What follows belongs to an exercise in optimizing a design on an open flow for small area; a production flow would make more cautious choices. In this exercise RTL edits were held to simulation tests only and were not proved equivalent to the original. Power figures rest on the tool's default switching activity, not on a simulated workload.

File: flow/constraint.sdc
create_clock -name core_clock -period 12.0 [get_ports {clk_i}]
set_input_delay 2.4000 -clock core_clock [delete_from_list [all_inputs] [get_ports {clk_i}]]
set_output_delay 2.4000 -clock core_clock [all_outputs]
set_load 0.01 [all_outputs]
File: flow/config.mk
export PLATFORM = sky130hd
export DESIGN_NAME = max_heap_priority_queue
export DESIGN_NICKNAME = max_heap_priority_queue
export VERILOG_FILES = /design/flow/design.v
export SDC_FILE = /design/flow/constraint.sdc
export NUM_CORES = 4
export LEC_CHECK = 0
export CAP_MARGIN = 20
export CORE_MARGIN = 2
export CORE_UTILIZATION = 40
export SLEW_MARGIN = 20
File: flow/run.sh
#!/bin/bash
# synth_recipe.tcl (not shown) runs the flow's synth.tcl, then flattens the netlist and writes it again
# the make line also repeats each setting of config.mk as NAME=value (left out here)
make -C /OpenROAD-flow-scripts/flow DESIGN_CONFIG=/design/flow/config.mk WORK_HOME=/design/flow/orfs CLKGATE_MAP_FILE= SYNTH_SCRIPT=/design/flow/synth_recipe.tcl finish
File: flow/design.v
package mhpq_pkg;
  localparam int unsigned KeyW   = 32;
  localparam int unsigned EntryW = 8;
  localparam logic [1:0] ST_OK    = 2'd0;
  localparam logic [1:0] ST_FULL  = 2'd1;
  localparam logic [1:0] ST_EMPTY = 2'd2;
endpackage
module max_heap_priority_queue #(
  parameter int unsigned CAPACITY = 128
) (
  input  logic                clk_i,
  input  logic                rst_ni,
  input  logic                start,
  output logic                busy,
  input  logic [32:0]         word_i,
  output logic                done_o,
  output logic [41:0]         result_o
);
  localparam int unsigned HiW = 7;
  localparam int unsigned LoW = 25;
  localparam int unsigned UBits = 2 * CAPACITY;
  typedef enum logic [1:0] {
    S_IDLE  = 2'd0,
    S_UPASS = 2'd1,
    S_LPASS = 2'd2,
    S_OUT   = 2'd3
  } state_e;
  state_e            state_q, state_d;
  logic [7:0]        ph_q;
  logic [7:0]        count_q, count_d;
  logic              full_q, full_d;
  logic              rep_q, rep_d;
  logic [HiW-1:0]    hi_q, hi_d;       
  logic [HiW-1:0]    key_hi_q, key_hi_d;
  logic [LoW-1:0]    lo_q, lo_d;       
  logic              ubit_q;           
  logic              ins_q, ins_d;     
  logic [7:0]        zeros_q, zeros_d;
  logic [7:0]        ones_q, ones_d;
  logic [6:0]        r1_q, r1_d, r2_q, r2_d;
  logic [CAPACITY*LoW-1:0] lring_q;
  logic [UBits-1:0]        uring_q;
  logic [LoW-1:0]    l_out, l_in;
  logic              u_out, u_in, u_eff;
  logic              take, empty, in_range, del, u_ins, l_ins, thru;
  logic [6:0]        slot;
  assign l_out = lring_q[CAPACITY*LoW-1 -: LoW];
  assign u_out = uring_q[UBits-1];
  assign slot  = ph_q[6:0];
  assign empty = count_q == 8'd0;
  assign busy = !(state_q == S_IDLE && ph_q == 8'd255);
  assign take = start && !busy;
  assign in_range = !zeros_q[7];
  assign del      = rep_q && (ones_q == count_q - 8'd1);
  assign u_eff    = u_out && !empty && in_range && !del;
  assign u_ins    = !ins_q && in_range && (zeros_q[6:0] == key_hi_q);
  assign l_ins = !ins_q && (slot >= r1_q) && ((slot >= r2_q) || (l_out > lo_q));
  assign thru  = l_ins || ins_q;
  always_comb begin
    state_d  = state_q;
    count_d  = count_q;
    full_d   = full_q;
    rep_d    = rep_q;
    hi_d     = hi_q;
    key_hi_d = key_hi_q;
    lo_d     = lo_q;
    ins_d    = ins_q;
    zeros_d  = zeros_q;
    ones_d   = ones_q;
    r1_d     = r1_q;
    r2_d     = r2_q;
    u_in     = u_out;
    l_in     = l_out;
    unique case (state_q)
      S_IDLE: begin
        ins_d   = 1'b0;
        zeros_d = '0;
        ones_d  = '0;
        if (take) begin
          rep_d    = word_i[32];
          key_hi_d = {~word_i[31], word_i[30:LoW]};
          lo_d     = word_i[LoW-1:0];
          full_d   = 1'b0;
          state_d  = S_UPASS;
          if (!word_i[32] && count_q[7]) begin
            full_d  = 1'b1;
            state_d = S_OUT;
          end
          if (word_i[32] && empty) begin
            state_d = S_OUT;
          end
        end
      end
      S_UPASS: begin
        if (u_ins) begin
          u_in  = 1'b1;
          ins_d = 1'b1;
          r1_d  = ones_q[6:0];
        end else if (ins_q) begin
          u_in = ubit_q;
        end else begin
          u_in = u_eff;
        end
        if (u_ins || u_eff) begin
          hi_d = zeros_q[6:0];
        end
        if (!u_eff && in_range) begin
          zeros_d = zeros_q + 8'd1;
          if (zeros_q[6:0] == key_hi_q) begin
            r2_d = ones_q[6:0];
          end
        end
        if (u_eff) begin
          ones_d = ones_q + 8'd1;
        end
        if (ph_q == 8'd255) begin
          state_d = S_LPASS;
          ins_d   = 1'b0;
          if (!rep_q) begin
            count_d = count_q + 8'd1;
          end
        end
      end
      S_LPASS: begin
        if (thru) begin
          l_in = lo_q;
          lo_d = l_out;
          ins_d = 1'b1;
        end
        if (slot == 7'd127) begin
          state_d = S_OUT;
        end
      end
      S_OUT: begin
        if (slot == count_q[6:0] - 7'd1) begin
          state_d = S_IDLE;
        end
      end
      default: begin
        state_d = S_IDLE;
      end
    endcase
  end
  always_ff @(posedge clk_i or negedge rst_ni) begin
    if (!rst_ni) begin
      state_q  <= S_IDLE;
      ph_q     <= '0;
      count_q  <= '0;
      full_q   <= 1'b0;
      hi_q     <= 7'h40;
    end else begin
      state_q  <= state_d;
      ph_q     <= ph_q + 8'd1;
      count_q  <= count_d;
      full_q   <= full_d;
      hi_q     <= hi_d;
    end
  end
  always_ff @(posedge clk_i) begin
    lring_q  <= {lring_q[(CAPACITY-1)*LoW-1:0], l_in};
    uring_q  <= {uring_q[UBits-2:0], u_in};
    ubit_q   <= u_eff;
    rep_q    <= rep_d;
    key_hi_q <= key_hi_d;
    lo_q     <= lo_d;
    ins_q    <= ins_d;
    zeros_q  <= zeros_d;
    ones_q   <= ones_d;
    r1_q     <= r1_d;
    r2_q     <= r2_d;
  end
  assign done_o   = state_q == S_OUT && slot == count_q[6:0] - 7'd1;
  assign result_o = {empty, full_q, ~hi_q[6], hi_q[5:0], l_out & {LoW{!empty}}, count_q};
endmodule
==> out/metrics.yaml, run 1 <==
vias: 26700
wl_um: 90500
ys_ff_latch: 3547
clockRootBuffer: "clkbuf_16"
vias_per_cell: 3.76
areaGrowthSynthToFinish_pct: 18.9
whs_ns: 0.283
synthesis.nets: 4089
antenna_found_initial: 1
holdPathStages: 0
yosysWarnings: 1
synth_edf_count: 64
tightest_slew_ns: 1.04
gp_congestion: 0.777
endpoint_kind: "output pin"
cts_tree: "done"
fin_skew_ns: 0.0510
yosysTopAreaCell: "dfxtp_1"
seq_area_frac_synth_pct: 95.4
worstPathRequired_ns: 9.60
max_cap_viol_count: 0
leakage_nw: 35.8
finalSetupViolCount: 0
grtUsageTotal_pct: 9.69
overflow: 0
dpl_cell_area_sq_um: 79000
wl_per_cell_um: 12.7
synth.avg_cell_area_sq_um: 18.8
critPathMaxFanout: 9
fin_util_pct: 47.7
cts.sinks: 3547
cp-start-kind: "flip-flop"
syn-instance-count: 4001
power_density_nw_per_um2: 242
fin_crit_sh_pct: 50.3
ioPinCount: 80
core-area_sq_um: 187000
synthArstFlopShare_pct: 0.733
cts_made_buffers: 323
regArea_sq_um: 71800
worstSkewPairLatency_ns: 0.90
grt_pass1_vias: 27300
drt_iter0_markers: 1157
die_w_um: 438
synth_area_leaders: "dfxtp_1, edfxtp_1, ha_1"
die_h_um: 438
setup.worst_path.class: "reg -> out"
hold_class: "reg -> reg"
nets: 4471
cts_hold_buf: 0
maxSlewViolCount: 0
antenna_left: 0
place_hpwl_um: 48000
nFillCells: 15700
multi_input_area_sq_um: 3120
fmax_mhz: 166
grt_pass1_wl_um: 147000
arrival_ns: 3.64
syn_area_sq_um: 75200
layoutNonFillerInstCount: 7109
first_pass_iters: 4
clk_pin_slew_ns: 0.06
design_area_sq_um: 89400
worst-r2r-cell-count: 9
placed_cells: 6553
synth_top_area_share_pct: 92.0
rows: 159
io_buffers: 79
fin_tns_setup_ns: 0
timing.final.crit_period_ns: 6.04
die_area_sq_um: 192000
rsz0062_at_grt: "false"
synth_cell_types: 59
cts_resized: 0
start_util_pct: 40.1
status: "timing/DRC/antenna clean"
maxSlewHeadroom_pct: 30.2
drc: 0
synthFlopType: "dfxtp_1"
htreeDepth: 5
vdd_drop_max_mv: 0.161
cts_setup_buffers: 0
cts.path.max_buffers: 4
grt_max_degree: 28
hold_viol_final: 0
drive_gt1_share_pct: 12.1
through the flow:
| stage | setup slack [ns] | power (mW) |
|---|---|---|
| CTS | 5.84 | 22.0 |
| detailed placement | 6.81 | 12.1 |
| global placement | 6.76 | 12.1 |
| finish | 5.96 | 21.7 |
| global route | 5.71 | 22.5 |
| floorplan | 6.52 | 12.1 |
cells by family (layout without fill, tap and decap cells):
logic type                 after synthesis  in the layout  share of synthesized area (%)
muxes                                   53             53                          0.792
xor gates and xnor gates                49             49                          0.644
AOI/OAI and AO/OA                       68             68                          0.667
adders and majority gates               52             52                          0.865
and+or+nand+nor                        154            154                           1.15
other                                    0              2                              0
DFF                                   3547           3547                           95.4
buffers and inverters                   78            689                          0.461
synthesized netlist by cell type (8+ instances only):
cell type  instances
and3_1            10
mux2_2            52
nor2_1            21
nand2_1           23
ha_1              52
clkbuf_1          10
nand3_1           16
inv_1             51
dfxtp_1         3457
buf_4              8
xnor2_1           29
dfrtp_1           25
o21ai_0            8
edfxtp_1          64
a21oi_1           20
xor2_1            16
nor3_1             8
and2_1            40
placed cells by master, fill, tap and decap left out, types with 18 or more instances in the layout:
cell / count
dfxtp_1: 3457
clkbuf_16: 333
clkdlybuf4s50_1: 79
clkbuf_1: 73
edfxtp_1: 64
clkbuf_8: 58
mux2_2: 52
ha_1: 52
inv_1: 51
clkinv_2: 47
and2_1: 40
xnor2_1: 29
dfrtp_1: 25
nand2_1: 23
nor2_1: 21
a21oi_1: 20
bufinv_16: 18
sequential cells by signal (all words and copies together), names as in the netlist:
signal    flops
rep_q         1
zeros_q       8
lo_q         25
ph_q          8
uring_q     256
state_q       2
r1_q          7
count_q       8
r2_q          7
lring_q    3200
ubit_q        1
full_q        1
ones_q        8
ins_q         1
key_hi_q      7
hi_q          7
routing by layer:
layer	routed length, um	global-route usage, %	vias up
met2	37300	13.7	409
met4	3550	5.26	0
met5	0	0	-
li1	-	-	13400
met1	45800	13.4	12600
met3	3890	2.64	281
power breakdown:
group | switching [mW] | internal [mW]
combinational | 0.0104 | 0.0133
sequential | 0 | 11.8
clock | 3.99 | 5.83
final timing paths:
check / start / endpoint / slack [ns]
setup / recovery: count_q[0] / done_o / 5.96
hold / removal: lring_q[251] / lring_q[276] / 0.28
setup reg to reg: count_q[0] / r2_q[0] / 8.26
hold reg to reg: lring_q[251] / lring_q[276] / 0.28
max in group asynchronous: rst_ni / hi_q[6] / 9.74
min in group asynchronous: rst_ni / full_q / 1.93
cell type report:
cell class / count / share of cell area [%]
clock buffer: 464 / 10.5
sequential: 3547 / 80.2
multi-input combinational: 376 / 3.48
inverter: 52 / 0.218
timing repair buffer: 83 / 0.918
tap: 2495 / 3.49
antenna: 2 / 0.00560
clock inverter: 90 / 1.12
critical path, cell delays in order (launching register included):
cell	delay (ns)
dfrtp_1	0.50
inv_1	0.17
ha_1	0.20
nor3b_1	0.36
nor3b_1	0.37
xnor3_1	0.20
nand4_1	0.16
nor2_1	0.23
clkdlybuf4s50_1	0.59
==> inputs of run 2 (changes only) <==
--- a/flow/config.mk
+++ b/flow/config.mk
@@ -8,4 +8,7 @@
 export CAP_MARGIN = 20
 export CORE_MARGIN = 2
 export CORE_UTILIZATION = 40
+export CTS_BUF_LIST = sky130_fd_sc_hd__clkbuf_8
+export CTS_CLUSTER_DIAMETER = 60
+export CTS_CLUSTER_SIZE = 20
 export SLEW_MARGIN = 20
==> run 2 against run 1 <==
Net effect:
- clock power fell by 49%
- critical path depth did not move
- clock-buffer cell count fell by 257
- still clean
- via count down 4.1%
- fmax decreased by 0.47%
- hold slack improved by 0.016 ns
- setup slack got worse by 0.029 ns
- largest power group unchanged
- largest cell class unchanged
==> out/metrics.yaml, run 2 <==
status: "timing/DRC/antenna clean"
largestRegisters: "lring_q (3200), uring_q (256), lo_q (25)"
grtUsageTotal_pct: 9.18  # -0.51 points
dpl_cell_area_sq_um: 79000  # unchanged
maxSlewViolCount: 0  # unchanged
wl_per_cell_um: 12.7  # -0.61%
cts_setup_buffers: 0  # unchanged
power_density_nw_per_um2: 204  # -16%
seq_area_frac_synth_pct: 95.4  # unchanged
design_area_sq_um: 82400  # -7.8%
clk_pin_slew_ns: 0.11  # +0.05 ns
cts_made_buffers: 205  # -37%
die_w_um: 438  # unchanged
yosysWarnings: 1  # unchanged
worstPathRequired_ns: 9.60  # about the same
grt_pass1_vias: 25600  # -5.9%
worstSkewPairLatency_ns: 0.94  # +0.04 ns
vdd_drop_max_mv: 0.114  # -29%
placed_cells: 6553  # unchanged
nets: 4353  # -2.6%
cts_tree: "done"
fin_tns_setup_ns: 0  # unchanged
io_buffers: 79  # unchanged
yosysTopAreaCell: "dfxtp_1"
first_pass_iters: 4  # unchanged
clockRootBuffer: "clkbuf_8"
drive_gt1_share_pct: 7.52  # -4.6 points
synthArstFlopShare_pct: 0.733  # unchanged
syn-instance-count: 4001  # unchanged
cts.sinks: 3547  # unchanged
cts_resized: 0  # unchanged
synth_area_leaders: "dfxtp_1, edfxtp_1, ha_1"
antenna_found_initial: 2  # +1
hp-start: "lring_q[2982]"
overflow: 0  # unchanged
setup.worst_path.class: "reg -> out"
grt_max_degree: 28  # unchanged
timing.final.crit_period_ns: 6.07  # +0.0287 ns
largest-register: "lring_q"
cts_hold_buf: 0  # unchanged
synth_cell_types: 59  # unchanged
core-area_sq_um: 187000  # unchanged
largest_register_ffs: 3200  # unchanged
gp_congestion: 0.777  # unchanged
synth.avg_cell_area_sq_um: 18.8  # unchanged
mostFrequentLayoutCell: "dfxtp_1"
critPathMaxFanout: 9  # unchanged
cts.path.max_buffers: 3  # -1
arrival_ns: 3.67  # +0.03 ns
grt_pass1_wl_um: 139000  # -5.4%
start_util_pct: 40.1  # unchanged
hold_class: "reg -> reg"
rsz0062_at_grt: "false"
fmax_mhz: 165  # -0.47%
fin_crit_sh_pct: 50.6  # +0.24 points
maxSlewHeadroom_pct: 32.4  # +2.2 points
drt_iter0_markers: 1051  # -9.2%
layout.cells.most_common_list: "dfxtp_1, clkbuf_8, clkdlybuf4s50_1, edfxtp_1, inv_1"
crit_path_start: "count_q[0]"
die_area_sq_um: 192000  # unchanged
place_hpwl_um: 48000  # unchanged
endpoint_kind: "output pin"
nFillCells: 16400  # +4.4%
tightest_slew_ns: 1.00  # -0.0334 ns
ys_ff_latch: 3547  # unchanged
cp-start-kind: "flip-flop"
synth_edf_count: 64  # unchanged
hold_viol_final: 0  # unchanged
max_cap_viol_count: 0  # unchanged
finalSetupViolCount: 0  # unchanged
synthesis.nets: 4089  # unchanged
vias_per_cell: 3.76  # +0.20%
r2r-start: "count_q[0]"
fin_skew_ns: 0.0465  # -0.00450 ns
syn_area_sq_um: 75200  # unchanged
drc: 0  # unchanged
die_h_um: 438  # unchanged
htreeDepth: 4  # -1
wl_um: 86100  # -4.9%
leakage_nw: 32.5  # -9.4%
vias: 25600  # -4.1%
synthFlopType: "dfxtp_1"
rows: 159  # unchanged
antenna_left: 0  # unchanged
synth_top_area_share_pct: 92.0  # unchanged
netlist_top_cells_count: "dfxtp_1, edfxtp_1, ha_1, mux2_2, inv_1"
ioPinCount: 80  # unchanged
yosys.cell_count.top_type: "dfxtp_1"
layoutNonFillerInstCount: 6805  # -4.3%
areaGrowthSynthToFinish_pct: 9.58
==> run 2: cell counts after synthesis <==
Identical to the previous run, type by type.
==> run 2: power by group <==
group | total, mW | internal (mW) | leakage [nW] | switching [mW]
clock | 4.98 | 1.71 | 1.76 | 3.27
combinational | 0.0237 | 0.0133 | 2.02 | 0.0104
sequential | 11.8 | 11.8 | 28.7 | 0
total | 16.8 | 13.5 | 32.5 | 3.28
==> run 2: path summary, 6_finish.rpt <==
| check | endpoint | slack (ns) | depth (start not counted) |
|---|---|---|---|
| max reg2reg | r2_q[2] | 8.28 | 9 |
| min | lring_q[3007] | 0.30 | 0 |
| max | done_o | 5.93 | 8 |
| min reg2reg | lring_q[3007] | 0.30 | 0 |
| min in group asynchronous | count_q[4] | 1.86 | 2 |
| max in group asynchronous | hi_q[6] | 9.81 | 2 |
==> run 2: logic make-up after synthesis <==
| kind of cell | count (synthesis) | share of synthesized area, % |
|---|---|---|
| flip-flops | 3547 | 95.4 |
| multiplexers | 53 | 0.792 |
| buffers and inverters | 78 | 0.461 |
| XOR/XNOR | 49 | 0.644 |
| AND/OR/NAND/NOR | 154 | 1.15 |
| adder cells (fa/ha/maj) | 52 | 0.865 |
| AO/OA/AOI/OAI | 68 | 0.667 |
==> run 2: metrics by stage <==
step	power, mW	hold slack [ns]	utilization (%)	setup WS, ns
2_1_floorplan	12.1	0.310	-	6.52
3_3_place_gp	12.1	0.310	42.2	6.76
3_5_place_dp	12.1	0.312	42.2	6.81
4_1_cts	17.1	0.286	44.0	5.73
5_1_grt	17.5	0.302	44.0	5.61
6_report	16.8	0.299	44.0	5.93
==> run 2: worst max-delay path: stages (launching register included) <==
cell and delay, ns:
dfrtp_1 0.52, inv_1 0.17, ha_1 0.20, nor3b_1 0.35
nor3b_1 0.36, xnor3_1 0.20, nand4_1 0.16, nor2_1 0.22
clkdlybuf4s50_1 0.59
==> run 2: layer usage <==
metal  up-vias  share of wire, %  GRT usage, %
met4         0               3.3          3.96
li1      12900                 -             -
met2       268                41          13.1
met1     12200                52          13.1
met3       213               3.9          2.45
met5         -                 0             0
==> run 2: cell type report <==
| class | count | area [sq um] | share of cell area, % |
|---|---|---|---|
| sequential | 3547 | 71800 | 87.1 |
| timing repair buffer | 83 | 821 | 0.996 |
| clock inverter | 43 | 539 | 0.654 |
| multi-input combinational | 376 | 3120 | 3.78 |
| clock buffer | 207 | 2850 | 3.46 |
| tap | 2495 | 3120 | 3.79 |
| antenna | 2 | 5.00 | 0.00607 |
| inverter | 52 | 195 | 0.237 |
==> inputs of run 3 (changes only) <==
--- a/flow/config.mk
+++ b/flow/config.mk
@@ -7,7 +7,7 @@
 export LEC_CHECK = 0
 export CAP_MARGIN = 20
 export CORE_MARGIN = 2
-export CORE_UTILIZATION = 40
+export CORE_UTILIZATION = 80
 export CTS_BUF_LIST = sky130_fd_sc_hd__clkbuf_8
 export CTS_CLUSTER_DIAMETER = 60
 export CTS_CLUSTER_SIZE = 20
==> run 3 against run 2 <==
Net effect:
- the run now fails in detailed placement
- synthesized cell count unchanged
- area after synthesis unchanged
==> out/metrics.yaml, run 3 <==
netlist_top_cells_count: "dfxtp_1, edfxtp_1, ha_1, mux2_2, inv_1"
yosysTopAreaCell: "dfxtp_1"
ys_ff_latch: 3547  # unchanged
syn_area_sq_um: 75200  # unchanged
seq_area_frac_synth_pct: 95.4  # unchanged
synth.avg_cell_area_sq_um: 18.8  # unchanged
synth_edf_count: 64  # unchanged
rows: 112  # -30%
die_w_um: 311  # -29%
syn-instance-count: 4001  # unchanged
start_util_pct: 80.7  # +41 points
error: "Error: detail_place.tcl, 38 bad optional access"
stop_stage: "detailed placement"
io_buffers: 79  # unchanged
synthArstFlopShare_pct: 0.733  # unchanged
synth_area_leaders: "dfxtp_1, edfxtp_1, ha_1"
status: "aborted with a tool error"
synth_cell_types: 59  # unchanged
synth_top_area_share_pct: 92.0  # unchanged
gp_congestion: 0.836  # +7.6%
ioPinCount: 80  # unchanged
die_h_um: 311  # -29%
synthFlopType: "dfxtp_1"
yosysWarnings: 1  # unchanged
synthesis.nets: 4089  # unchanged
yosys.cell_count.top_type: "dfxtp_1"
## run 3: cell counts after synthesis
No cell type changed its count.
## run 3: cell families after synthesis
kind of cell / synth area share (%)
flip-flops: 95.4
AND/OR/NAND/NOR: 1.15
buffers and inverters: 0.461
AO/OA/AOI/OAI: 0.667
multiplexers: 0.792
adder cells (fa/ha/maj): 0.865
XOR/XNOR: 0.644
## run 3: worst max path at each step
stage,startpoint,to,slack [ns],cells after the start
2_1_floorplan,start,lo_q[0],6.52,2
3_3_place_gp,count_q[5],result_o[41],6.87,4
## run 3: power groups by stage
stage | sequential (mW) | clock, mW | combinational (mW)
2_1_floorplan | 12.1 | 0 | 0.00384
3_3_place_gp | 12.1 | 0 | 0.0227
## run 3: stage by stage
step              hold slack, ns  area (sq um)  power, mW  std cells
floorplan                  0.310         75200       12.1       4001
global placement           0.310         77500       12.1       5310
==> inputs of run 4 (changes only) <==
--- a/flow/config.mk
+++ b/flow/config.mk
@@ -7,7 +7,7 @@
 export LEC_CHECK = 0
 export CAP_MARGIN = 20
 export CORE_MARGIN = 2
-export CORE_UTILIZATION = 80
+export CORE_UTILIZATION = 65
 export CTS_BUF_LIST = sky130_fd_sc_hd__clkbuf_8
 export CTS_CLUSTER_DIAMETER = 60
 export CTS_CLUSTER_SIZE = 20
==> run 4 against run 3 <==
Net effect:
- the run now finishes clean
- area after synthesis unchanged
- synthesized cell count unchanged
==> out/metrics.yaml, run 4 <==
swShare_pct: 18.9
areaGrowthSynthToFinish_pct: 7.56
leakage_nw: 32.4
overflow: 0
worst-r2r-cell-count: 9
power_density_nw_per_um2: 204
vdd_drop_max_mv: 0.151
htreeDepth: 4
status: "timing/DRC/antenna clean"
first_pass_iters: 4
yosysWarnings: 1  # unchanged
cts.path.max_buffers: 3
die_area_sq_um: 118000
finalSetupViolCount: 0
synthFlopType: "dfxtp_1"
antenna_found_initial: 3
drt_iter0_markers: 1175
critPathMaxFanout: 9
fin_tns_setup_ns: 0
yosys.cell_count.top_type: "dfxtp_1"
endpoint_kind: "output pin"
cp-start-kind: "flip-flop"
layout.cells.most_common_list: "dfxtp_1, clkbuf_8, clkdlybuf4s50_1, inv_1, edfxtp_1"
synth_cell_types: 59  # unchanged
fin_crit_sh_pct: 50.7
seqPwrFrac_pct: 71.4
comb_power_share_pct: 0.2
synthesis.nets: 4089  # unchanged
fin_skew_ns: 0.0286
place_hpwl_um: 43800
endpoint: "done_o"
syn_area_sq_um: 75200  # unchanged
grt_pass1_wl_um: 127000
largestRegisters: "lring_q (3200), uring_q (256), lo_q (25)"
synth_top_area_share_pct: 92.0  # unchanged
cts_hold_buf: 0
netlist_top_cells_count: "dfxtp_1, edfxtp_1, ha_1, mux2_2, inv_1"
yosysTopAreaCell: "dfxtp_1"
drc: 0
power_mw: 16.5
vias: 25100
clk_pin_slew_ns: 0.11
gp_congestion: 0.808  # -3.3%
die_w_um: 344  # +11%
wl_um: 79600
start_util_pct: 65.7  # -15 points
cts_tree: "done"
vias_per_cell: 4.32
core-area_sq_um: 115000
largest_register_ffs: 3200
mostFrequentLayoutCell: "dfxtp_1"
synth_edf_count: 64  # unchanged
place_worst_setup_slack_ns: 6.56
arrival_ns: 3.69
r2r-start: "count_q[0]"
hold_class: "reg -> reg"
ioPinCount: 80  # unchanged
p_int_mw: 13.4
worstSkewPairLatency_ns: 0.86
cts_made_buffers: 198
cts.sinks: 3547
grtUsageTotal_pct: 13.7
rsz0062_at_grt: "false"
reg2reg_slack_ns: 8.30
rows: 124  # +11%
nets: 4347
largest-register: "lring_q"
antenna_left: 0
grt_pass1_vias: 24000
clockRootBuffer: "clkbuf_8"
maxSlewViolCount: 0
cts_resized: 0
wl_per_cell_um: 13.7
timing.final.crit_period_ns: 6.09
worst_slack_ns: 5.91
grt_max_degree: 32
maxSlewHeadroom_pct: 23.7
syn-instance-count: 4001  # unchanged
max_cap_viol_count: 0
ys_ff_latch: 3547  # unchanged
setup.worst_path.class: "reg -> out"
seq_area_frac_synth_pct: 95.4  # unchanged
worstPathRequired_ns: 9.60
p_switching_mw: 3.12
die_h_um: 344  # +11%
io_buffers: 79  # unchanged
cts_setup_buffers: 0
reg2reg_to: "r2_q[5]"
drive_gt1_share_pct: 7.10
hold_viol_final: 0
synth.avg_cell_area_sq_um: 18.8  # unchanged
tightest_slew_ns: 1.14
synth_area_leaders: "dfxtp_1, edfxtp_1, ha_1"
pwr-share-clk_pct: 28.5
crit_path_start: "count_q[0]"
synthArstFlopShare_pct: 0.733  # unchanged
fmax_mhz: 164
run 4: cell counts after synthesis:
No cell type changed its count.
run 4: worst max-delay path, cell delays in order (launching register included):
cell	delay [ns]
dfrtp_1	0.50
inv_1	0.16
ha_1	0.19
nor3b_1	0.32
nor3b_1	0.37
xnor3_1	0.20
nand4_1	0.16
nor2_1	0.27
clkdlybuf4s50_1	0.65
run 4: worst min-delay path by stage:
stage	startpoint	end	slack, ns	depth (start not counted)
6_report	lring_q[2630]	lring_q[2655]	0.32	0
5_1_grt	lring_q[2630]	lring_q[2655]	0.32	0
4_1_cts	lring_q[2630]	lring_q[2655]	0.31	0
3_5_place_dp	lring_q[1044]	lring_q[1069]	0.31	0
3_3_place_gp	lring_q[2940]	lring_q[2965]	0.31	0
2_1_floorplan	lring_q[975]	lring_q[1000]	0.31	0
run 4: cell families after synthesis:
logic type | synth area share (%)
compound gates | 0.667
xor+xnor | 0.644
fa+ha+maj | 0.865
buf+inv | 0.461
flops | 95.4
mux | 0.792
simple gates | 1.15
run 4: per-stage QoR:
| stage | util, % | instance area (sq um) | hold slack [ns] | cells |
|---|---|---|---|---|
| finish | 70.7 | 80900 | 0.315 | 5810 |
| global route | 70.7 | 80900 | 0.317 | 5809 |
| CTS | 70.6 | 80900 | 0.309 | 5807 |
| detailed placement | 67.9 | 77800 | 0.312 | 5570 |
| global placement | 67.9 | 77800 | 0.310 | 5570 |
| floorplan | - | 75200 | 0.310 | 4001 |
run 4: layout make-up:
class / count / area, sq um
sequential: 3547 / 71800
fill: 7392 / 33600
multi-input combinational: 376 / 3120
clock buffer: 207 / 2850
tap: 1512 / 1890
timing repair buffer: 84 / 832
clock inverter: 30 / 236
inverter: 52 / 195
antenna: 2 / 5.00
run 4: power groups by stage:
stage,logic [mW],registers [mW],clock network [mW]
after floorplan,0.00384,12.1,0
after global placement,0.0268,12.1,0
after global routing,0.0284,11.8,5.32
after detailed placement,0.0272,12.1,0
final,0.0271,11.8,4.71
after CTS,0.0273,11.8,4.91
run 4: layer usage:
| metal | track usage (%) | vias to the layer above | routed length [um] |
|---|---|---|---|
| met5 | 0 | - | 0 |
| met4 | 5.43 | 0 | 2190 |
| met3 | 3.52 | 167 | 3640 |
| met2 | 16.1 | 332 | 27100 |
| met1 | 23.3 | 11700 | 46700 |
| li1 | - | 12900 | - |
==> inputs of run 5 (changes only) <==
==> flow/flow/run.sh (new file) <==
#!/bin/bash
# The standard layout (standard.sh) with two changes passed through ORFS's own
# variables: the port buffers use the smallest buffer cell, and clock tree
# synthesis uses clkbuf_8 leaf clusters without dummy loads.
set -euo pipefail
export BUFFER_PORTS_ARGS="-buffer_cell sky130_fd_sc_hd__buf_1"
export CTS_ARGS="-sink_clustering_enable -repair_clock_nets -dont_use_dummy_load -buf_list sky130_fd_sc_hd__clkbuf_8 -sink_clustering_size 20 -sink_clustering_max_diameter 60"
bash standard.sh finish > standard_flow.log 2>&1
==> flow/standard.sh (new file) <==
#!/bin/bash
# synth_recipe.tcl (not shown) runs the flow's synth.tcl, then flattens the netlist and writes it again
# the make line also repeats each setting of config.mk as NAME=value (left out here)
make -C /OpenROAD-flow-scripts/flow DESIGN_CONFIG=/design/flow/config.mk WORK_HOME=/design/flow/orfs CLKGATE_MAP_FILE= SYNTH_SCRIPT=/design/flow/synth_recipe.tcl "${@:-finish}"
--- a/flow/config.mk
+++ b/flow/config.mk
@@ -7,8 +7,5 @@
 export LEC_CHECK = 0
 export CAP_MARGIN = 20
 export CORE_MARGIN = 2
-export CORE_UTILIZATION = 65
-export CTS_BUF_LIST = sky130_fd_sc_hd__clkbuf_8
-export CTS_CLUSTER_DIAMETER = 60
-export CTS_CLUSTER_SIZE = 20
+export CORE_UTILIZATION = 55
 export SLEW_MARGIN = 20
removed: flow/run.sh
==> run 5 against run 4 <==
Net effect:
- via count is essentially flat
- hold slack lost 0.045 ns
- clock skew grew 0.037 ns
- flip-flop and latch count is the same
- register-to-register slack gained 0.13 ns
- setup slack gained 0.33 ns
- sequential share of layout area grew 0.55 points
==> out/metrics.yaml, run 5 <==
swShare_pct: 18.8  # -0.093 points
setup.worst_path.class: "reg -> out"
hold_class: "reg -> reg"
syn_area_sq_um: 75200  # unchanged
fin_skew_ns: 0.0652  # +0.0366 ns
comb_power_share_pct: 0.1  # about the same
synthArstFlopShare_pct: 0.733  # unchanged
drc: 0  # unchanged
netlist_top_cells_count: "dfxtp_1, edfxtp_1, ha_1, mux2_2, inv_1"
leakage_nw: 32.0  # -1.3%
cts_setup_buffers: 0  # unchanged
crit_top_cell: "nor3b_1"
reg2reg_to: "r2_q[5]"
max_cap_viol_count: 0  # unchanged
start_util_pct: 55.5  # -10 points
nets: 4348  # +0.023%
ys_ff_latch: 3547  # unchanged
layout.cells.most_common_list: "dfxtp_1, clkbuf_8, buf_1, edfxtp_1, mux2_2"
status: "timing/DRC/antenna clean"
reg2reg_slack_ns: 8.43  # +0.13 ns
syn-instance-count: 4001  # unchanged
mostFrequentLayoutCell: "dfxtp_1"
largest_register_ffs: 3200  # unchanged
hp-start: "lring_q[1402]"
synth_cell_types: 59  # unchanged
wl_um: 79400  # -0.33%
rsz0062_at_grt: "false"
r2r-start: "count_q[0]"
worst_slack_ns: 6.24  # +0.333 ns
cts.path.max_buffers: 3  # unchanged
arrival_ns: 3.36  # -0.33 ns
die_h_um: 374  # +8.6%
endpoint_kind: "output pin"
antenna_left: 0  # unchanged
vias_per_cell: 4.15  # -3.9%
grt_max_degree: 31  # -3.1%
ioPinCount: 80  # unchanged
rows: 135  # +8.9%
layoutNonFillerInstCount: 6045  # +4.0%
largest-register: "lring_q"
cts_resized: 0  # unchanged
die_area_sq_um: 140000  # +18%
finalSetupViolCount: 0  # unchanged
synth.avg_cell_area_sq_um: 18.8  # unchanged
grtUsageTotal_pct: 11.7  # -2.0 points
tightest_slew_ns: 0.879  # -0.264 ns
p_int_mw: 13.3  # -0.87%
critPathMaxFanout: 9  # unchanged
overflow: 0  # unchanged
fin_util_pct: 59.3  # -11 points
placed_cells: 5839  # +4.8%
cts_tree: "done"
holdPathStages: 0  # unchanged
power_mw: 16.4  # -0.98%
timing.final.crit_period_ns: 5.76  # -0.333 ns
fmax_mhz: 174  # +5.8%
antenna_found_initial: 7  # +4
seqPwrFrac_pct: 72.1  # +0.7 points
areaGrowthSynthToFinish_pct: 6.90
seq_area_frac_synth_pct: 95.4  # unchanged
place_worst_setup_slack_ns: 6.86  # +0.300 ns
hold_viol_final: 0  # unchanged
clk_pin_slew_ns: 0.10  # about the same
synthFlopType: "dfxtp_1"
vdd_drop_max_mv: 0.120  # -21%
yosys.cell_count.top_type: "dfxtp_1"
yosysWarnings: 1  # unchanged
slowest_stage: "dfrtp_1"
p_switching_mw: 3.07  # -1.5%
htreeDepth: 4  # unchanged
min_to: "lring_q[1427]"
io_buffers: 79  # unchanged
worst-r2r-cell-count: 9  # unchanged
fin_crit_sh_pct: 48.0  # -2.8 points
drive_gt1_share_pct: 6.62  # -0.48 points
place_hpwl_um: 42400  # -3.1%
cts.sinks: 3547  # unchanged
maxSlewHeadroom_pct: 40.9  # +17 points
largestRegisters: "lring_q (3200), uring_q (256), lo_q (25)"
vias: 25100  # -0.012%
cts_hold_buf: 0  # unchanged
cts_made_buffers: 199  # +0.51%
synthesis.nets: 4089  # unchanged
max_stage_delay_ns: 0.49  # -0.16 ns
clockRootBuffer: "clkbuf_8"
pwr-share-clk_pct: 27.8  # -0.7 points
yosysTopAreaCell: "dfxtp_1"
fin_tns_setup_ns: 0  # unchanged
grt_pass1_wl_um: 130000  # +2.9%
wl_per_cell_um: 13.1  # -4.2%
worstPathRequired_ns: 9.60  # about the same
gp_congestion: 0.723  # -11%
synth_edf_count: 64  # unchanged
maxSlewViolCount: 0  # unchanged
power_density_nw_per_um2: 204  # -0.38%
synth_top_area_share_pct: 92.0  # unchanged
die_w_um: 374  # +8.6%
cp-start-kind: "flip-flop"
first_pass_iters: 4  # unchanged
core-area_sq_um: 136000  # +18%
drt_iter0_markers: 1382  # +18%
grt_pass1_vias: 24600  # +2.5%
synth_area_leaders: "dfxtp_1, edfxtp_1, ha_1"
worstSkewPairLatency_ns: 0.87  # about the same
nFillCells: 10100  # +37%
crit_path_cell_trace: "inv_1 -> ha_1 -> nor3b_1 -> nor3b_1 -> xnor3_1 -> nand4_1 -> nor2_1 -> buf_1"
run 5: cell counts after synthesis:
Identical to the previous run, type by type.
run 5: how the worst max path moves through the flow:
stage,startpoint,cells after the start,slack [ns],end
finish,count_q[0],8,6.24,done_o
global route,count_q[0],8,5.86,done_o
CTS,count_q[5],5,5.85,result_o[8]
detailed placement,count_q[5],5,6.86,result_o[8]
global placement,count_q[5],5,7.09,result_o[8]
floorplan,start,2,6.52,lo_q[0]
run 5: worst max-delay path: cells and delay by family (launching register included):
| kind | cells | cell delay [ns] |
|---|---|---|
| buffers and inverters | 2 | 0.40 |
| AND/OR/NAND/NOR | 4 | 1.25 |
| flip-flops | 1 | 0.49 |
| adder cells (fa/ha/maj) | 1 | 0.20 |
| XOR/XNOR | 1 | 0.20 |
run 5: cell type report:
type / instances / area [sq um] / area share, %
flip-flops and latches: 3547 / 71800 / 89.3
repair buffers: 84 / 338 / 0.420
inverters: 52 / 195 / 0.243
multi-input cells: 376 / 3120 / 3.88
well taps: 1781 / 2230 / 2.77
diodes: 6 / 15.0 / 0.0187
clock buffers: 199 / 2740 / 3.41
run 5: per-layer routing:
| metal | up-vias | GRT usage, % | wire length [um] |
|---|---|---|---|
| met2 | 337 | 13.7 | 26700 |
| li1 | 12900 | - | - |
| met3 | 180 | 3.09 | 4420 |
| met1 | 11700 | 19.6 | 46400 |
| met4 | 0 | 4.82 | 1900 |
| met5 | - | 0 | 0 |
run 5: through the flow:
stage	cell area [sq um]	hold WS (ns)
after detailed placement	77600	0.312
after CTS	80400	0.263
final	80400	0.270
after floorplan	75200	0.310
after global placement	77600	0.310
after global routing	80400	0.269
run 5: cell families (layout without fill, tap and decap cells):
logic type	Yosys count	after routing	synth area share, %
other	0	6	0
AND/OR/NAND/NOR	154	154	1.15
AO/OA/AOI/OAI	68	68	0.667
multiplexers	53	53	0.792
buffers and inverters	78	335	0.461
XOR/XNOR	49	49	0.644
flip-flops	3547	3547	95.4
adder cells (fa/ha/maj)	52	52	0.865
run 5: power by group through the flow:
| stage | registers (mW) | clock network (mW) | logic [mW] |
|---|---|---|---|
| global route | 11.8 | 5.23 | 0.0186 |
| CTS | 11.8 | 4.81 | 0.0171 |
| finish | 11.8 | 4.56 | 0.0172 |
| floorplan | 12.1 | 0 | 0.00384 |
| global placement | 12.1 | 0 | 0.0169 |
| detailed placement | 12.1 | 0 | 0.0169 |
==> inputs of run 6 (changes only) <==
--- a/flow/config.mk
+++ b/flow/config.mk
@@ -7,5 +7,5 @@
 export LEC_CHECK = 0
 export CAP_MARGIN = 20
 export CORE_MARGIN = 2
-export CORE_UTILIZATION = 55
+export CORE_UTILIZATION = 72
 export SLEW_MARGIN = 20
==> run 6 against run 5 <==
Net effect:
- critical endpoint unchanged
- clock-buffer cell count fell by 3
- clock power fell by 1%
- critical path type unchanged
- die area fell by 23%
- flip-flop and latch count did not move
- total power fell by 0.28%
==> out/metrics.yaml, run 6 <==
syn_area_sq_um: 75200  # unchanged
fin_crit_sh_pct: 46.9  # -1.1 points
leakage_nw: 31.9  # about the same
drc: 0  # unchanged
drt_iter0_markers: 1195  # -14%
nets: 4344  # -0.092%
slowest_stage: "dfrtp_1"
antenna_left: 0  # unchanged
crit_top_cell: "nor3b_1"
grt_pass1_wl_um: 130000  # -0.14%
layout.cells.most_common_list: "dfxtp_1, clkbuf_8, buf_1, edfxtp_1, mux2_2"
gp_congestion: 0.806  # +11%
crit_path_cell_trace: "inv_1 -> ha_1 -> nor3b_1 -> nor3b_1 -> xnor3_1 -> nand4_1 -> nor2_1 -> buf_1"
max_stage_delay_ns: 0.49  # about the same
status: "timing/DRC/antenna clean"
synthesis.nets: 4089  # unchanged
mostFrequentLayoutCell: "dfxtp_1"
seq_area_frac_synth_pct: 95.4  # unchanged
largest-register: "lring_q"
synth_top_area_share_pct: 92.0  # unchanged
nFillCells: 5686  # -44%
vias_per_cell: 4.42  # +6.5%
setup.worst_path.class: "reg -> out"
hold_viol_final: 0  # unchanged
yosys.cell_count.top_type: "dfxtp_1"
die_area_sq_um: 107000  # -23%
critPathMaxFanout: 9  # unchanged
finalSetupViolCount: 0  # unchanged
die_w_um: 327  # -12%
synth.avg_cell_area_sq_um: 18.8  # unchanged
grt_pass1_vias: 24700  # +0.40%
fmax_mhz: 178  # +2.3%
die_h_um: 327  # -12%
cts.path.max_buffers: 3  # unchanged
synth_cell_types: 59  # unchanged
worstPathRequired_ns: 9.60  # about the same
hold_class: "reg -> reg"
antenna_found_initial: 9  # +2
syn-instance-count: 4001  # unchanged
htreeDepth: 4  # unchanged
core-area_sq_um: 104000  # -24%
start_util_pct: 72.6  # +17 points
layoutNonFillerInstCount: 5640  # -6.7%
cts.sinks: 3547  # unchanged
drive_gt1_share_pct: 6.54  # -0.088 points
first_pass_iters: 4  # unchanged
areaGrowthSynthToFinish_pct: 6.17
placed_cells: 5437  # -6.9%
place_hpwl_um: 45800  # +8.0%
overflow: 0  # unchanged
max_cap_viol_count: 0  # unchanged
path_buf_inv: 2  # unchanged
worstSkewPairLatency_ns: 0.89  # +0.02 ns
timing.final.crit_period_ns: 5.63  # -0.130 ns
rows: 118  # -13%
vdd_drop_max_mv: 0.158  # +32%
cts_made_buffers: 196  # -1.5%
cts_hold_buf: 0  # unchanged
fin_skew_ns: 0.0686  # +0.00345 ns
grtUsageTotal_pct: 15.6  # +3.9 points
tightest_slew_ns: 0.961  # +0.0827 ns
cts_tree: "done"
cts_resized: 0  # unchanged
netlist_top_cells_count: "dfxtp_1, edfxtp_1, ha_1, mux2_2, inv_1"
vias: 24900  # -0.63%
power_density_nw_per_um2: 204  # +0.41%
endpoint_kind: "output pin"
power_mw: 16.3  # -0.28%
maxSlewViolCount: 0  # unchanged
synth_area_leaders: "dfxtp_1, edfxtp_1, ha_1"
wl_per_cell_um: 14.5  # +10%
fin_util_pct: 77.1  # +18 points
clockRootBuffer: "clkbuf_8"
maxSlewHeadroom_pct: 35.9  # -5.0 points
clk_pin_slew_ns: 0.10  # about the same
ys_ff_latch: 3547  # unchanged
multi_input_area_sq_um: 3120  # unchanged
synth_edf_count: 64  # unchanged
yosysWarnings: 1  # unchanged
regArea_sq_um: 71800  # unchanged
ioPinCount: 80  # unchanged
fin_tns_setup_ns: 0  # unchanged
rsz0062_at_grt: "false"
synthArstFlopShare_pct: 0.733  # unchanged
wl_um: 81700  # +2.9%
largest_register_ffs: 3200  # unchanged
whs_ns: 0.274  # +0.00439 ns
grt_max_degree: 32  # +3.2%
arrival_ns: 3.23  # -0.13 ns
io_buffers: 79  # unchanged
synthFlopType: "dfxtp_1"
cp-start-kind: "flip-flop"
path_delay_family: "simple AND/OR/NAND/NOR gates"
cts_setup_buffers: 0  # unchanged
yosysTopAreaCell: "dfxtp_1"
largestRegisters: "lring_q (3200), uring_q (256), lo_q (25)"
run 6: cell counts after synthesis:
Identical to the previous run, type by type.
run 6: worst register-to-register path, cell delays in order, from the launching register on:
cell and delay [ns]:
dfrtp_1 0.49, inv_1 0.17, ha_1 0.20, nor3b_1 0.29
nor3b_1 0.38, xnor3_1 0.22, nand4_2 0.32, o21ai_1 0.39
inv_1 0.14, o22ai_1 0.76
run 6: per-stage QoR:
stage	setup slack [ns]	instance area (sq um)
detailed placement	7.00	77100
finish	6.37	79900
CTS	6.03	79800
global placement	7.25	77100
global route	6.04	79900
floorplan	6.52	75200
run 6: final cells by class:
| type | count | area share, % |
|---|---|---|
| sequential | 3547 | 89.9 |
| timing repair buffer | 83 | 0.414 |
| multi-input combinational | 376 | 3.91 |
| clock buffer | 196 | 3.38 |
| tap | 1380 | 2.16 |
| inverter | 52 | 0.244 |
| antenna | 6 | 0.0188 |
run 6: where the power goes:
part	internal [mW]	switching (mW)
clock	1.48	3.03
combinational	0.00580	0.0119
sequential	11.8	0
total	13.3	3.05
run 6: worst paths after layout:
check / endpoint / slack (ns) / cells past startpoint / start
max in group asynchronous: hi_q[6] / 10.16 / 2 / rst_ni
setup reg to reg: r2_q[2] / 8.27 / 9 / count_q[0]
setup / recovery: done_o / 6.37 / 8 / count_q[0]
hold / removal: lring_q[2637] / 0.27 / 0 / lring_q[2612]
hold reg to reg: lring_q[2637] / 0.27 / 0 / lring_q[2612]
min in group asynchronous: count_q[7] / 1.53 / 2 / rst_ni
run 6: kinds of logic (layout without fill, tap and decap cells):
family,after synthesis,count (layout),synth area share [%]
AOI/OAI and AO/OA,68,68,0.667
and+or+nand+nor,154,154,1.15
buffers and inverters,78,331,0.461
other,0,6,0
xor gates and xnor gates,49,49,0.644
muxes,53,53,0.792
DFF,3547,3547,95.4
adders and majority gates,52,52,0.865
run 6: layer usage:
metal	share of wire [%]	vias to the layer above	global-route usage, %
met5	0	-	0
met4	2.8	0	5.97
met3	4.3	177	3.50
met2	36	360	19.8
met1	57	11600	25.9
li1	-	12800	-
==> inputs of run 7 (changes only) <==
--- a/flow/config.mk
+++ b/flow/config.mk
@@ -7,5 +7,5 @@
 export LEC_CHECK = 0
 export CAP_MARGIN = 20
 export CORE_MARGIN = 2
-export CORE_UTILIZATION = 72
+export CORE_UTILIZATION = 65
 export SLEW_MARGIN = 20
==> run 7 against run 6 <==
Net effect:
- still clean
- via count rose by 0.24%
- area after synthesis did not move
- synthesized cell count did not move
- clock power barely moved
- wire length fell by 2.1%
- sequential power barely moved
- total power barely moved
- utilization fell by 7.1 points
- flip-flop and latch count did not move
- non-clock buffer count rose by 1
- global-route usage fell by 1.8 points
- largest cell class unchanged
- largest power group unchanged
==> out/metrics.yaml, run 7 <==
status: "timing/DRC/antenna clean"
clockRootBuffer: "clkbuf_8"
regArea_sq_um: 71800  # unchanged
largestRegisters: "lring_q (3200), uring_q (256), lo_q (25)"
worst_slack_ns: 6.49  # +0.117 ns
clk_pin_slew_ns: 0.11  # about the same
cts_setup_buffers: 0  # unchanged
drt_iter0_markers: 1153  # -3.5%
vias_per_cell: 4.33  # -2.1%
overflow: 0  # unchanged
grt_max_degree: 32  # unchanged
synth_area_leaders: "dfxtp_1, edfxtp_1, ha_1"
cts_made_buffers: 198  # +1.0%
critPathMaxFanout: 9  # unchanged
multi_input_area_sq_um: 3120  # about the same
yosysWarnings: 1  # unchanged
antenna_found_initial: 12  # +3
fin_skew_ns: 0.0780  # +0.00937 ns
netlist_top_cells_count: "dfxtp_1, edfxtp_1, ha_1, mux2_2, inv_1"
grt_use_met1_pct: 23.4  # -2.5 points
wl_um: 80000  # -2.1%
dpl_cell_area_sq_um: 77300  # +0.23%
vdd_drop_max_mv: 0.145  # -8.5%
gp_congestion: 0.753  # -6.6%
cts_tree: "done"
die_w_um: 344  # +5.2%
place_worst_setup_slack_ns: 7.11  # +0.108 ns
synthesis.nets: 4089  # unchanged
grt_use_met2_pct: 16.4  # -3.4 points
p_int_mw: 13.3  # +0.10%
seq_area_frac_synth_pct: 95.4  # unchanged
use_met3_pct: 3.64  # +0.14 points
grtUsageTotal_pct: 13.8  # -1.8 points
htreeDepth: 4  # unchanged
crit_top_cell: "nor3b_1"
synth_cell_types: 59  # unchanged
grt_pass1_vias: 24000  # -2.5%
nets: 4347  # +0.069%
p_switching_mw: 3.04  # -0.22%
tightest_slew_ns: 0.907  # -0.0544 ns
hold_viol_final: 0  # unchanged
arrival_ns: 3.11  # -0.12 ns
die_area_sq_um: 118000  # +11%
syn-instance-count: 4001  # unchanged
finalSetupViolCount: 0  # unchanged
yosys.cell_count.top_type: "dfxtp_1"
slowest_stage: "dfrtp_1"
endpoint_kind: "output pin"
largest_register_ffs: 3200  # unchanged
swShare_pct: 18.6  # -0.048 points
power_density_nw_per_um2: 204  # -0.21%
ioPinCount: 80  # unchanged
start_util_pct: 65.7  # -6.9 points
mostFrequentLayoutCell: "dfxtp_1"
rows: 124  # +5.1%
antenna_left: 0  # unchanged
ys_ff_latch: 3547  # unchanged
cts.sinks: 3547  # unchanged
design_area_sq_um: 80100  # +0.25%
pwr-share-clk_pct: 27.6  # about the same
setup.worst_path.class: "reg -> out"
timing.final.crit_period_ns: 5.51  # -0.117 ns
nFillCells: 7539  # +33%
worstPathRequired_ns: 9.60  # about the same
yosysTopAreaCell: "dfxtp_1"
place_hpwl_um: 44500  # -2.9%
synthArstFlopShare_pct: 0.733  # unchanged
synthFlopType: "dfxtp_1"
io_buffers: 79  # unchanged
crit_path_cell_trace: "inv_1 -> ha_1 -> nor3b_1 -> nor3b_1 -> xnor3_1 -> nand4_1 -> nor2_1 -> buf_1"
fin_crit_sh_pct: 45.9  # -0.97 points
vias: 25000  # +0.24%
maxSlewViolCount: 0  # unchanged
max_stage_delay_ns: 0.49  # about the same
cts.path.max_buffers: 3  # unchanged
layout.cells.most_common_list: "dfxtp_1, clkbuf_8, buf_1, edfxtp_1, mux2_2"
comb_power_share_pct: 0.1  # about the same
hold_class: "reg -> reg"
synth_top_area_share_pct: 92.0  # unchanged
fmax_mhz: 182  # +2.1%
grt_pass1_wl_um: 127000  # -2.4%
seqPwrFrac_pct: 72.2  # about the same
wl_per_cell_um: 13.9  # -4.4%
cts_resized: 0  # unchanged
core-area_sq_um: 115000  # +10%
maxSlewHeadroom_pct: 39.6  # +3.6 points
synth.avg_cell_area_sq_um: 18.8  # unchanged
synth_edf_count: 64  # unchanged
first_pass_iters: 5  # +1
max_cap_viol_count: 0  # unchanged
die_h_um: 344  # +5.2%
top_usage_layer: "met1"
rsz0062_at_grt: "false"
areaGrowthSynthToFinish_pct: 6.44
drc: 0  # unchanged
cts_hold_buf: 0  # unchanged
drive_gt1_share_pct: 6.62  # +0.089 points
syn_area_sq_um: 75200  # unchanged
worstSkewPairLatency_ns: 0.87  # -0.02 ns
largest-register: "lring_q"
cp-start-kind: "flip-flop"
leakage_nw: 32.0  # about the same
fin_tns_setup_ns: 0  # unchanged
==> run 7: cell types whose count changed in the layout (fill, tap and decap cells not counted), sizes merged <==
cell | before | now
clkbuf | 196 | 198
buf | 83 | 84
==> run 7: cell type report <==
cell class | count | area share, %
flip-flops and latches | 3547 | 89.7
clock buffers | 198 | 3.40
multi-input cells | 376 | 3.90
repair buffers | 84 | 0.422
inverters | 52 | 0.244
well taps | 1512 | 2.36
diodes | 6 | 0.0188
==> run 7: through the flow <==
| stage | instances | util (%) | hold slack [ns] | total power [mW] |
|---|---|---|---|---|
| finish | 5775 | 69.9 | 0.273 | 16.3 |
| global route | 5771 | 69.9 | 0.270 | 17.0 |
| CTS | 5768 | 69.9 | 0.274 | 16.5 |
| detailed placement | 5570 | 67.5 | 0.312 | 12.1 |
| global placement | 5570 | 67.5 | 0.309 | 12.1 |
| floorplan | 4001 | - | 0.310 | 12.1 |
==> run 7: path summary, 6_finish.rpt <==
check | startpoint | end | slack, ns | cells past startpoint
worst max-delay path | count_q[0] | done_o | 6.49 | 8
worst min-delay path | uring_q[149] | uring_q[150] | 0.27 | 0
worst max register to register | count_q[0] | r2_q[1] | 8.54 | 9
worst min register to register | uring_q[149] | uring_q[150] | 0.27 | 0
max in group asynchronous | rst_ni | hi_q[6] | 10.12 | 2
min in group asynchronous | rst_ni | full_q | 1.53 | 2
==> run 7: metal layers <==
metal	part of all wire [%]	up-vias
met5	0	-
met4	2.8	0
met3	5.0	199
met2	34	347
met1	59	11600
li1	-	12800
==> run 7: logic make-up after synthesis <==
logic type / after synthesis / synth area share [%]
AND/OR/NAND/NOR: 154 / 1.15
flip-flops: 3547 / 95.4
buffers and inverters: 78 / 0.461
XOR/XNOR: 49 / 0.644
adder cells (fa/ha/maj): 52 / 0.865
AO/OA/AOI/OAI: 68 / 0.667
multiplexers: 53 / 0.792
==> run 7: worst max-delay path, delay by kind of cell, from the launching register on <==
kind          cells  cell delay, ns
xor+xnor          1            0.19
fa+ha+maj         1            0.19
buf+inv           2            0.37
flops             1            0.49
simple gates      4            1.03
==> run 7: power groups by stage <==
stage,clock [mW],combinational (mW),sequential (mW)
6_report,4.51,0.0195,11.8
5_1_grt,5.14,0.0206,11.8
4_1_cts,4.73,0.0193,11.8
3_5_place_dp,0,0.0193,12.1
3_3_place_gp,0,0.0191,12.1
2_1_floorplan,0,0.00384,12.1
==> inputs of run 8 (changes only) <==
--- a/flow/design.v
+++ b/flow/design.v
@@ -28,7 +28,6 @@
   state_e            state_q, state_d;
   logic [7:0]        ph_q;
   logic [7:0]        count_q, count_d;
-  logic              full_q, full_d;
   logic              rep_q, rep_d;
   logic [HiW-1:0]    hi_q, hi_d;       
   logic [HiW-1:0]    key_hi_q, key_hi_d;
@@ -59,7 +58,6 @@
   always_comb begin
     state_d  = state_q;
     count_d  = count_q;
-    full_d   = full_q;
     rep_d    = rep_q;
     hi_d     = hi_q;
     key_hi_d = key_hi_q;
@@ -80,10 +78,8 @@
           rep_d    = word_i[32];
           key_hi_d = {~word_i[31], word_i[30:LoW]};
           lo_d     = word_i[LoW-1:0];
-          full_d   = 1'b0;
           state_d  = S_UPASS;
           if (!word_i[32] && count_q[7]) begin
-            full_d  = 1'b1;
             state_d = S_OUT;
           end
           if (word_i[32] && empty) begin
@@ -146,13 +142,11 @@
       state_q  <= S_IDLE;
       ph_q     <= '0;
       count_q  <= '0;
-      full_q   <= 1'b0;
       hi_q     <= 7'h40;
     end else begin
       state_q  <= state_d;
       ph_q     <= ph_q + 8'd1;
       count_q  <= count_d;
-      full_q   <= full_d;
       hi_q     <= hi_d;
     end
   end
@@ -170,5 +164,5 @@
     r2_q     <= r2_d;
   end
   assign done_o   = state_q == S_OUT && slot == count_q[6:0] - 7'd1;
-  assign result_o = {empty, full_q, ~hi_q[6], hi_q[5:0], l_out & {LoW{!empty}}, count_q};
+  assign result_o = {empty, !rep_q && !ins_q, ~hi_q[6], hi_q[5:0], l_out & {LoW{!empty}}, count_q};
 endmodule
==> run 8 against run 7 <==
Net effect:
- clock-buffer cell count increased by 2
- sequential share of layout area rose by 0.18 points
- synthesized cell count is 0.75% lower
- clock power is essentially flat
- area after synthesis is 0.31% lower
- non-clock buffer count decreased by 1
- critical path depth shrank 3
- flip-flop and latch count decreased by 1
- wire length is 3.8% lower
- cell count down 0.38%
- critical path type unchanged
- fmax is 3.1% lower
==> out/metrics.yaml, run 8 <==
status: "timing/DRC/antenna clean"
cp-start-kind: "flip-flop"
multi_input_area_sq_um: 2940  # -5.7%
dpl_cell_area_sq_um: 77100  # -0.27%
synth.avg_cell_area_sq_um: 18.9  # +0.44%
max_cap_viol_count: 0  # unchanged
power_density_nw_per_um2: 205  # +0.30%
die_w_um: 344  # -0.15%
slowest_stage: "nand3_1"
nets: 4322  # -0.58%
io_buffers: 79  # unchanged
synth_edf_count: 64  # unchanged
cts_made_buffers: 200  # +1.0%
wl_um: 77000  # -3.8%
holdPathStages: 0  # unchanged
cts_tree: "done"
fmax_mhz: 176  # -3.1%
clk_pin_slew_ns: 0.10  # about the same
critPathMaxFanout: 26  # +17
hold_class: "reg -> reg"
die_h_um: 344  # -0.15%
synth_area_leaders: "dfxtp_1, edfxtp_1, mux2_2"
fin_crit_sh_pct: 47.4  # +1.5 points
fin_skew_ns: 0.0806  # +0.00264 ns
synthArstFlopShare_pct: 0.705  # -0.028 points
yosys.cell_count.top_type: "dfxtp_1"
largest-register: "lring_q"
vdd_drop_max_mv: 0.150  # +3.2%
setup.worst_path.class: "reg -> out"
mostFrequentLayoutCell: "dfxtp_1"
hp-start: "lring_q[2278]"
finalSetupViolCount: 0  # unchanged
rows: 124  # unchanged
vias: 24600  # -1.8%
grt_pass1_wl_um: 123000  # -3.0%
timing.final.crit_period_ns: 5.69  # +0.178 ns
clockRootBuffer: "clkbuf_8"
largestRegisters: "lring_q (3200), uring_q (256), lo_q (25)"
syn_area_sq_um: 75000  # -0.31%
path_buf_inv: 2  # unchanged
tightest_slew_ns: 1.01  # +0.108 ns
cts_hold_buf: 0  # unchanged
reg2reg_slack_ns: 8.57  # +0.03 ns
worstSkewPairLatency_ns: 0.85  # -0.02 ns
nFillCells: 7413  # -1.7%
worst-r2r-cell-count: 5  # -4
regArea_sq_um: 71800  # about the same
first_pass_iters: 5  # unchanged
antenna_found_initial: 3  # -9
power_mw: 16.3  # about the same
netlist_top_cells_count: "dfxtp_1, edfxtp_1, mux2_2"
r2r-start: "count_q[3]"
cts_resized: 0  # unchanged
path_delay_family: "simple AND/OR/NAND/NOR gates"
yosysWarnings: 1  # unchanged
min_to: "lring_q[2303]"
leakage_nw: 31.8  # -0.39%
worstPathRequired_ns: 9.60  # about the same
rsz0062_at_grt: "false"
grt_pass1_vias: 23600  # -2.0%
synth_cell_types: 53  # -10%
synthFlopType: "dfxtp_1"
antenna_left: 0  # unchanged
syn-instance-count: 3971  # -0.75%
grt_max_degree: 33  # +3.1%
cts.sinks: 3546  # -0.028%
gp_congestion: 0.792  # +5.2%
grtUsageTotal_pct: 13.2  # -0.55 points
seq_area_frac_synth_pct: 95.7  # +0.27 points
areaGrowthSynthToFinish_pct: 6.51  # about the same
drc: 0  # unchanged
drt_iter0_markers: 1155  # +0.17%
layout.cells.most_common_list: "dfxtp_1, clkbuf_8, buf_1, edfxtp_1, mux2_2"
yosysTopAreaCell: "dfxtp_1"
htreeDepth: 4  # unchanged
ioPinCount: 80  # unchanged
drive_gt1_share_pct: 6.47  # -0.15 points
place_hpwl_um: 41000  # -7.8%
cts_setup_buffers: 0  # unchanged
vias_per_cell: 4.27  # -1.4%
endpoint_kind: "output pin"
overflow: 0  # unchanged
start_util_pct: 65.6  # -0.12 points
ys_ff_latch: 3546  # -0.028%
maxSlewViolCount: 0  # unchanged
core-area_sq_um: 114000  # -0.14%
fin_tns_setup_ns: 0  # unchanged
hold_viol_final: 0  # unchanged
die_area_sq_um: 118000  # -0.31%
whs_ns: 0.291  # +0.0182 ns
largest_register_ffs: 3200  # unchanged
synth_top_area_share_pct: 92.3  # +0.29 points
max_stage_delay_ns: 0.75  # +0.26 ns
synthesis.nets: 4058  # -0.76%
wl_per_cell_um: 13.4  # -3.4%
arrival_ns: 3.29  # +0.18 ns
maxSlewHeadroom_pct: 32.2  # -7.3 points
crit_path_cell_trace: "nor4_2 -> nand3_1 -> inv_1 -> nor2_1 -> buf_1"
cts.path.max_buffers: 3  # unchanged
reg2reg_to: "r2_q[2]"
design_area_sq_um: 79900  # -0.24%
-- run 8: cell count changes in the layout (fill, tap and decap cells not counted), moves of 5 or more --
cell	change
a221o_1	-6
mux2_2	+6
a22o_2	-7
nor2_1	-7
a21oi_1	-6
xor2_1	+5
-- run 8: cells by family after synthesis --
family | Yosys count | synth area share (%)
XOR/XNOR | 52 | 0.626
buffers and inverters | 70 | 0.405
AO/OA/AOI/OAI | 48 | 0.410
AND/OR/NAND/NOR | 142 | 1.10
flip-flops | 3546 | 95.7
adder cells (fa/ha/maj) | 51 | 0.851
multiplexers | 62 | 0.924
-- run 8: routing by layer --
layer	up-vias	GRT usage [%]	part of all wire, %
met1	11300	22.5	59
met4	0	5.13	2.9
li1	12700	-	-
met5	-	0	0
met2	320	15.8	34
met3	184	3.25	4.5
-- run 8: layout make-up --
cell class | count | share of cell area, %
Inverter | 49 | 0.230
Clock buffer | 200 | 3.45
Tap cell | 1512 | 2.37
Timing Repair Buffer | 83 | 0.409
Multi-Input combinational cell | 355 | 3.69
Antenna cell | 8 | 0.0251
Sequential cell | 3546 | 89.8
-- run 8: power by group --
part           switching, mW  total (mW)  internal [mW]
combinational        0.00882      0.0147        0.00588
clock                   3.03        4.53           1.50
sequential                 0        11.8           11.8
-- run 8: worst max path at each step --
stage / from / to / slack (ns) / depth (start not counted)
after floorplan: start / lo_q[0] / 4.95 / 2
after global placement: count_q[0] / done_o / 7.07 / 8
after detailed placement: count_q[0] / done_o / 7.09 / 8
after CTS: count_q[0] / done_o / 6.16 / 8
after global routing: count_q[3] / result_o[8] / 6.06 / 5
final: count_q[3] / result_o[8] / 6.31 / 5
-- run 8: per-stage QoR --
stage	utilization [%]	setup WS, ns	instances
4_1_cts	69.8	6.16	5745
6_report	69.9	6.31	5753
3_5_place_dp	67.4	7.09	5545
2_1_floorplan	-	4.95	3971
5_1_grt	69.8	6.06	5748
3_3_place_gp	67.4	7.07	5545
-- run 8: worst reg2reg max path, delay by kind of cell (launching register included) --
family,cells,cell delay (ns)
and+or+nand+nor,4,2.35
DFF,1,0.56
AOI/OAI and AO/OA,1,0.12
==> inputs of run 9 (changes only) <==
==> flow/flow/run.sh (replaced) <==
#!/bin/bash
# The standard layout (standard.sh) with two changes passed through ORFS's own
# variables: the port buffers use the smallest buffer cell, and clock tree
# synthesis uses clkbuf_8 leaf clusters without dummy loads.
set -euo pipefail
export BUFFER_PORTS_ARGS="-buffer_cell sky130_fd_sc_hd__buf_1"
export CTS_ARGS="-sink_clustering_enable -repair_clock_nets -dont_use_dummy_load -buf_list sky130_fd_sc_hd__clkbuf_8 -sink_clustering_size 21 -sink_clustering_max_diameter 60"
bash standard.sh finish > standard_flow.log 2>&1
==> run 9 against run 8 <==
Net effect:
- sequential power about the same
- utilization down 0.11 points
- die area unchanged
- area after synthesis unchanged
- largest power group unchanged
- final area down 0.16%
- synthesized cell count unchanged
- global-route usage down 0.050 points
==> out/metrics.yaml, run 9 <==
status: "timing/DRC/antenna clean"
htreeDepth: 4  # unchanged
hold_viol_final: 0  # unchanged
p_switching_mw: 3.03  # -0.16%
r2r-start: "count_q[3]"
max_stage_delay_ns: 0.52  # -0.23 ns
rows: 124  # unchanged
reg2reg_slack_ns: 8.63  # +0.06 ns
maxSlewViolCount: 0  # unchanged
cts_resized: 0  # unchanged
tightest_slew_ns: 1.09  # +0.0711 ns
endpoint_kind: "output pin"
clk_pin_slew_ns: 0.11  # about the same
synthArstFlopShare_pct: 0.705  # unchanged
critPathMaxFanout: 8  # -69%
wl_per_cell_um: 13.4  # about the same
leakage_nw: 31.8  # -0.20%
drt_iter0_markers: 1172  # +1.5%
drive_gt1_share_pct: 6.27  # -0.20 points
start_util_pct: 65.6  # unchanged
die_w_um: 344  # unchanged
largestRegisters: "lring_q (3200), uring_q (256), lo_q (25)"
pwr-share-clk_pct: 27.4  # -0.3 points
synth_area_leaders: "dfxtp_1, edfxtp_1, mux2_2"
fin_crit_sh_pct: 47.3  # -0.098 points
synth_top_area_share_pct: 92.3  # unchanged
vdd_drop_max_mv: 0.148  # -0.76%
largest-register: "lring_q"
largest_register_ffs: 3200  # unchanged
cts.sinks: 3546  # unchanged
yosysTopAreaCell: "dfxtp_1"
crit_path_start: "count_q[0]"
finalSetupViolCount: 0  # unchanged
cts_made_buffers: 191  # -4.5%
timing.final.crit_period_ns: 5.68  # -0.0118 ns
power_density_nw_per_um2: 204  # -0.25%
areaGrowthSynthToFinish_pct: 6.35
first_pass_iters: 4  # -1
synthesis.nets: 4058  # unchanged
synth_cell_types: 53  # unchanged
reg2reg_to: "r2_q[2]"
endpoint: "done_o"
setup.worst_path.class: "reg -> out"
gp_congestion: 0.792  # unchanged
netlist_top_cells_count: "dfxtp_1, edfxtp_1, mux2_2"
vias_per_cell: 4.26  # about the same
rsz0062_at_grt: "false"
antenna_left: 0  # unchanged
fmax_mhz: 176  # +0.21%
path_depth: 8  # +3
hold_class: "reg -> reg"
hp-start: "uring_q[46]"
ioPinCount: 80  # unchanged
comb_power_share_pct: 0.1  # about the same
p_int_mw: 13.2  # -0.46%
path_buf_inv: 2  # unchanged
yosys.cell_count.top_type: "dfxtp_1"
slowest_stage: "dfrtp_1"
path_delay_family: "simple AND/OR/NAND/NOR gates"
cts.path.max_buffers: 3  # unchanged
layoutNonFillerInstCount: 5743  # -0.17%
worst-r2r-cell-count: 5  # unchanged
grtUsageTotal_pct: 13.2  # -0.050 points
die_area_sq_um: 118000  # unchanged
crit_path_cell_trace: "inv_1 -> ha_1 -> nor3b_4 -> xnor2_1 -> xnor2_1 -> or4_1 -> nor4_1 -> buf_1"
nets: 4313  # -0.21%
layout.cells.most_common_list: "dfxtp_1, clkbuf_8, buf_1, edfxtp_1, mux2_2"
place_hpwl_um: 41000  # unchanged
antenna_found_initial: 3  # unchanged
maxSlewHeadroom_pct: 27.5  # -4.7 points
cts_hold_buf: 0  # unchanged
run 9: cell count changes in the layout (fill, tap and decap cells not counted), sizes merged:
cell,previous run,this run
diode,8,7
clkbuf,200,191
run 9: area by class of cell:
class | count | area (sq um)
diodes | 7 | 17.5
clock buffers | 191 | 2630
flip-flops and latches | 3546 | 71800
inverters | 49 | 184
repair buffers | 83 | 327
fillers | 7440 | 34600
well taps | 1512 | 1890
multi-input cells | 355 | 2940
run 9: metal layers:
metal / GRT usage (%) / wire (um) / up-vias
li1: - / - / 12700
met1: 22.4 / 45400 / 11300
met2: 15.8 / 25900 / 310
met3: 3.17 / 3460 / 177
met4: 5.13 / 2200 / 0
met5: 0 / 0 / -
run 9: cells by family (layout without fill, tap and decap cells):
group,after synthesis,in the layout,synth area share (%)
other cells,0,7,0
simple gates,142,142,1.10
buf+inv,70,323,0.405
compound gates,48,48,0.410
xor+xnor,52,52,0.626
flops,3546,3546,95.7
mux,62,62,0.924
fa+ha+maj,51,51,0.851
run 9: power groups by stage:
| stage | clock [mW] | sequential, mW | combinational, mW |
|---|---|---|---|
| global placement | 0 | 12.1 | 0.0146 |
| floorplan | 0 | 12.1 | 0.00387 |
| global route | 5.05 | 11.8 | 0.0157 |
| CTS | 4.66 | 11.8 | 0.0147 |
| detailed placement | 0 | 12.1 | 0.0144 |
| finish | 4.46 | 11.8 | 0.0146 |
run 9: worst min path at each step:
stage | endpoint | slack [ns] | cells past startpoint
final | uring_q[47] | 0.28 | 0
after global routing | uring_q[53] | 0.28 | 0
after CTS | uring_q[47] | 0.28 | 0
after detailed placement | lring_q[1003] | 0.31 | 0
after global placement | lring_q[2027] | 0.31 | 0
after floorplan | lring_q[1000] | 0.31 | 0
run 9: metrics by stage:
step	setup WS [ns]	power (mW)	util (%)	area, sq um
after floorplan	4.95	12.1	-	75000
after global placement	7.07	12.1	67.4	77100
after detailed placement	7.09	12.1	67.4	77100
after CTS	6.17	16.5	69.7	79700
after global routing	6.07	16.9	69.7	79700
final	6.32	16.3	69.7	79700

Re-timed with assumed drivers on the ports (clkbuf_16 on the clock, buf_2 on other inputs), run 9 has 6.255 ns of setup slack against 6.325 ns with ideal ports, and 7.137 ns once port delays also move by the mid clock arrival of 0.882 ns.
